What follows belongs to an exercise in optimizing a design on an open flow for small area, a short achievable clock period and few clock cycles; a production flow would make more cautious choices.
Only simulation tests tie the RTL to the original design; equivalence was not proved.

## old
## loop_performance_metrics
module loop_performance_metrics (
    input  wire logic                              clk,
    input  wire logic                              rst_n,
    input  wire logic                              start,
    output logic                                   busy,
    input  wire logic [1:0]                        command,
    input  wire logic [3:0]                        loop_index,
    input  wire logic signed [lpm_pkg::DATA_W-1:0] measured,
    input  wire logic signed [lpm_pkg::DATA_W-1:0] target,
    input  wire logic signed [lpm_pkg::DATA_W-1:0] deviation,
    input  wire logic [lpm_pkg::DATA_W-1:0]        step_time,
    output logic                                   done,
    output logic [3:0]                             loop_echo,
    output logic [lpm_pkg::ACC_W-1:0]              abs_error_integral,
    output logic [lpm_pkg::ACC_W-1:0]              squared_error_integral,
    output logic [lpm_pkg::OVS_W-1:0]              peak_overshoot
);
    localparam int NS    = lpm_pkg::SRT_ST;    
    localparam int F     = 4 + NS;             
    localparam int ACC_W = lpm_pkg::ACC_W;
    localparam int OVS_W = lpm_pkg::OVS_W;
    localparam int MET_W = lpm_pkg::MET_W;
    assign busy = 1'b0;
    logic [F+1:0] v;
    lpm_ctrl #(.N(F + 2)) u_ctrl (
        .clk   (clk),
        .rst_n (rst_n),
        .in_v  (start),
        .v     (v)
    );
    logic [F:0][3:0]  pIdx;    
    logic [F:0]       pClr;    
    logic [F:0]       pOk;     
    logic [F:0][31:0] pE;      
    logic [F:0][31:0] pDt;     
    logic [F:0][31:0] pD;      
    logic [F:0]       pSat;    
    logic [1:0]         cmd0;
    logic signed [31:0] pv0, sp0, e0;
    always_ff @(posedge clk)
    begin
        cmd0    <= command;
        pIdx[0] <= loop_index;
        pv0     <= measured;
        sp0     <= target;
        e0      <= deviation;
        pDt[0]  <= step_time;
    end
    logic        upd0;
    logic [31:0] s1;
    logic [32:0] diff1, ndiff1;
    assign upd0 = (cmd0 == 2'd0);
    always_ff @(posedge clk)
    begin
        pClr[1] <= (cmd0 == 2'd1);
        pE[1]   <= !upd0 ? '0 : e0[31] ? 32'(-e0) : 32'(e0);
        s1      <= sp0[31] ? 32'(-sp0) : 32'(sp0);
        diff1   <= 33'(pv0) - 33'(sp0);
        ndiff1  <= 33'(sp0) - 33'(pv0);
  ...
Size: ~25,000 cells after synthesis, roughly 270 I/O pins.
Settings: LEC_CHECK=0, CAP_MARGIN=20, CORE_MARGIN=2, CORE_UTILIZATION=55, PLACE_DENSITY=0.65, SLEW_MARGIN=20; clock period 13.0 ns.
standard.sh (not shown) runs the stock make flow with config.mk's settings and CLKGATE_MAP_FILE= SYNTH_SCRIPT=/design/flow/synth_recipe.tcl, a recipe that flattens the netlist after the stock synthesis.
==> flow/flow/run.sh <==
#!/bin/bash
# The standard layout (standard.sh: ORFS synthesis through finish), with
# two changes to how the layout is made, none to the design or constraints:
#  - repair_timing aims for SETUP_SLACK_MARGIN ns of setup slack, so it sizes
#    and buffers the register-to-register paths well below the clock period;
#  - clock tree synthesis adds no dummy loads and uses clkbuf_8 buffers on
#    clusters of at most 16 flip-flops within 60 um.
# Every tool's output goes to the ORFS logs under orfs/logs; make's own output
# goes to standard.log.
set -uo pipefail
export SETUP_SLACK_MARGIN=8
export CTS_ARGS="-sink_clustering_enable -repair_clock_nets -dont_use_dummy_load -buf_list sky130_fd_sc_hd__clkbuf_8 -sink_clustering_size 16 -sink_clustering_max_diameter 60"
bash standard.sh > standard.log 2>&1
old went all the way through the flow, and no timing, DRC or antenna check failed.
Testbench counts of old, summed over its fixed seeds: cycles 4,128.
diff inputs: old => new
--- a/flow/design.v
+++ b/flow/design.v
@@ -9563,27 +9563,29 @@
     output logic      [33:0] rsn_out,
     output logic      [33:0] rcn_out,
     output logic      [30:0] lo_out,
     output logic      [30:0] qn_out
 );
     logic [K:0][33:0] rsn, rcn;
     logic [K:0][30:0] lo, qn;
     logic [K:0]       qpos, qneg;
     assign rsn[0] = rsn_in;
     assign rcn[0] = rcn_in;
     assign lo[0] = lo_in;
     assign qn[0] = qn_in;
+    logic [31:0] dn;
+    assign dn = {1'b1, d[30:0]};
     logic [4:0] xt_pos, xt_neg;
-    assign xt_pos = {2'b11, ~d[31:29]};
-    assign xt_neg = {2'b00, d[31:29]};
+    assign xt_pos = {2'b11, ~dn[31:29]};
+    assign xt_neg = {2'b00, dn[31:29]};
     assign qpos[0] = qpos_in;
     assign qneg[0] = qneg_in;
     for (genvar i = 1; i <= K; i++) begin : g_look
         logic [4:0] pts, ptc;
         logic [3:0] yp, yz, yn;
         logic       pp, pn, zp, zn, np, nn;
         assign pts = ~rsn[i-1][32:28];
         assign ptc = ~rcn[i-1][32:28];
         assign yp  = (pts[4:1] ^ ptc[4:1] ^ xt_pos[4:1])
                    + ((pts[3:0] & ptc[3:0]) | (pts[3:0] & xt_pos[3:0]) | (ptc[3:0] & xt_pos[3:0]));
         assign yz  = (pts[4:1] ^ ptc[4:1])
                    + (pts[3:0] & ptc[3:0]);
@@ -9593,25 +9595,25 @@
         assign pn  = yp[3] & ~(&yp[2:0]);
         assign zp  = ~yz[3];
         assign zn  = yz[3] & ~(&yz[2:0]);
         assign np  = ~yn[3];
         assign nn  = yn[3] & ~(&yn[2:0]);
         assign qpos[i] = qpos[i-1] ? pp : qneg[i-1] ? np : zp;
         assign qneg[i] = qpos[i-1] ? pn : qneg[i-1] ? nn : zn;
     end
     for (genvar i = 0; i < K; i++) begin : g_row
         logic [34:0] tsn, tcn, xn, sn, cn;
         assign tsn = {rsn[i], ~lo[i][30]};
         assign tcn = {rcn[i], 1'b1};
-        assign xn  = qpos[i] ? {3'b000, d} : qneg[i] ? ~{3'b000, d} : '1;
+        assign xn  = qpos[i] ? {3'b000, dn} : qneg[i] ? ~{3'b000, dn} : '1;
         assign sn  = tsn ^ tcn ^ xn;
         assign cn  = {(tsn[33:0] & tcn[33:0]) | (xn[33:0] & (tsn[33:0] ^ tcn[33:0])), ~qpos[i]};
         assign rsn[i+1] = sn[33:0];
         assign rcn[i+1] = cn[33:0];
         assign lo[i+1]  = {lo[i][29:0], qpos[i]};
         assign qn[i+1]  = {qn[i][29:0], qneg[i]};
     end
     assign qpos_out = qpos[K];
     assign qneg_out = qneg[K];
     assign rsn_out = rsn[K];
     assign rcn_out = rcn[K];
     assign lo_out = lo[K];
@@ -9759,58 +9761,59 @@
                 c_qq   <= lo_nx - qn_nx;
             end
         end
     end
     always_ff @(posedge clk)
     begin
         for (int k = 0; k < F; k++)
             pIdx[k+1] <= pIdx[k];
         for (int k = 1; k < F; k++)
             pClr[k+1] <= pClr[k];
         for (int k = 1; k < F - 1; k++)
             pOk[k+1] <= pOk[k];
-        for (int k = 1; k < F - 2; k++)
+        for (int k = 1; k < F - 3; k++)
             pE[k+1] <= pE[k];
         for (int k = 0; k < F - 2; k++)
             pDt[k+1] <= pDt[k];
         for (int k = 2; k < F - 1; k++)
             pD[k+1] <= pD[k];
         for (int k = 3; k < F - 1; k++)
             pSat[k+1] <= pSat[k];
     end
     logic [OVS_W-1:0] q_f;
     always_ff @(posedge clk)
     begin
         q_f <= !pOk[F-1] ? '0 : pSat[F-1] ? '1 : c_neg ? c_qdec : c_qq;
     end
     logic [63:0] sq_s, sq_c, ab_s, ab_c, sq_s_r, sq_c_r, ab_s_r, ab_c_r;
     logic [78:0] sp_s, sp_c, sp_s_r, sp_c_r;
-    logic [46:0] sq_base, abs_t;
+    logic [46:0] sq_base, abs_p, abs_t;
     logic [62:0] sq_sum;
     logic [47:0] sq_t;
     logic        sq_big;
     lpm_sq32_cs     u_sq (.a(pE[F-4]),            .s(sq_s), .c(sq_c));
-    lpm_mul32x32_cs u_ab (.a(pE[F-2]), .b(pDt[F-2]), .s(ab_s), .c(ab_c));
+    lpm_mul32x32_cs u_ab (.a(pE[F-3]), .b(pDt[F-3]), .s(ab_s), .c(ab_c));
     lpm_mul47x32_cs u_sp (.a(sq_base), .b(pDt[F-2]), .s(sp_s), .c(sp_c));
     assign sq_sum = 63'((sp_s_r + sp_c_r) >> 16);
     always_ff @(posedge clk)
     begin
         sq_s_r  <= sq_s;
         sq_c_r  <= sq_c;
         sq_base <= 47'((sq_s_r + sq_c_r) >> 16);
         ab_s_r  <= ab_s;
         ab_c_r  <= ab_c;
+        abs_p   <= 47'((ab_s_r + ab_c_r) >> 16);
         sp_s_r  <= sp_s;
         sp_c_r  <= sp_c;
-        abs_t   <= 47'((ab_s_r + ab_c_r) >> 16);
+        abs_t   <= abs_p;
         sq_t    <= sq_sum[47:0];
         sq_big  <= |sq_sum[62:48];
     end
     logic [MET_W-1:0] res;
     logic [3:0]       res_idx;
     logic [MET_W-1:0] rd_f;
     logic             fwd_f;
     lpm_store u_store (
         .clk     (clk),
         .rst_n   (rst_n),
         .rd_addr (pIdx[F-1]),
         .rd_data (rd_f),
Findings:
Taking old as the reference point, the slack of the worst reg-to-reg path of new rises by 0.10 ns.
old vs new, last element of the critical path: sp_s_r[41]$_DFF_P_ vs sp_s_r[36]$_DFF_P_
Summary: with old as the reference, clock buffer count in new moved down by a little under 10%.
Comparing via count for old and new, the bigger number came from old.
The clock slew seen by the registers of the worst setup and hold paths on new is in line with that on old.
Of old and new, old shows the higher non-clock buffer count, with new below it.
new vs. old: post-CTS repair timing setup buffer count now smaller.
Testbench counts of new, summed over its fixed seeds: cycles 4,128.

-- what the ideal ports hide --
How much do the figures lean on ideal ports? The routed layouts below were timed once more, with nothing changed but the port constraints.
Step 1, drivers: a clkbuf_16 drives clk and a buf_2 each remaining input, both assumed.
Step 2 also shifts input and output timing later by t, the mid clock arrival at the registers, as if the neighbouring blocks saw the same clock.
Three values: ideal, step 1, step 2; two values: the first two.
run	t (ns)	setup slack, ns	cell pins on the clock port's net
old	1.400	7.753 / 7.753 / 7.753	1
new	1.382	7.853 / 7.853 / 7.853	1
After both steps setup and hold are still met in every run listed.
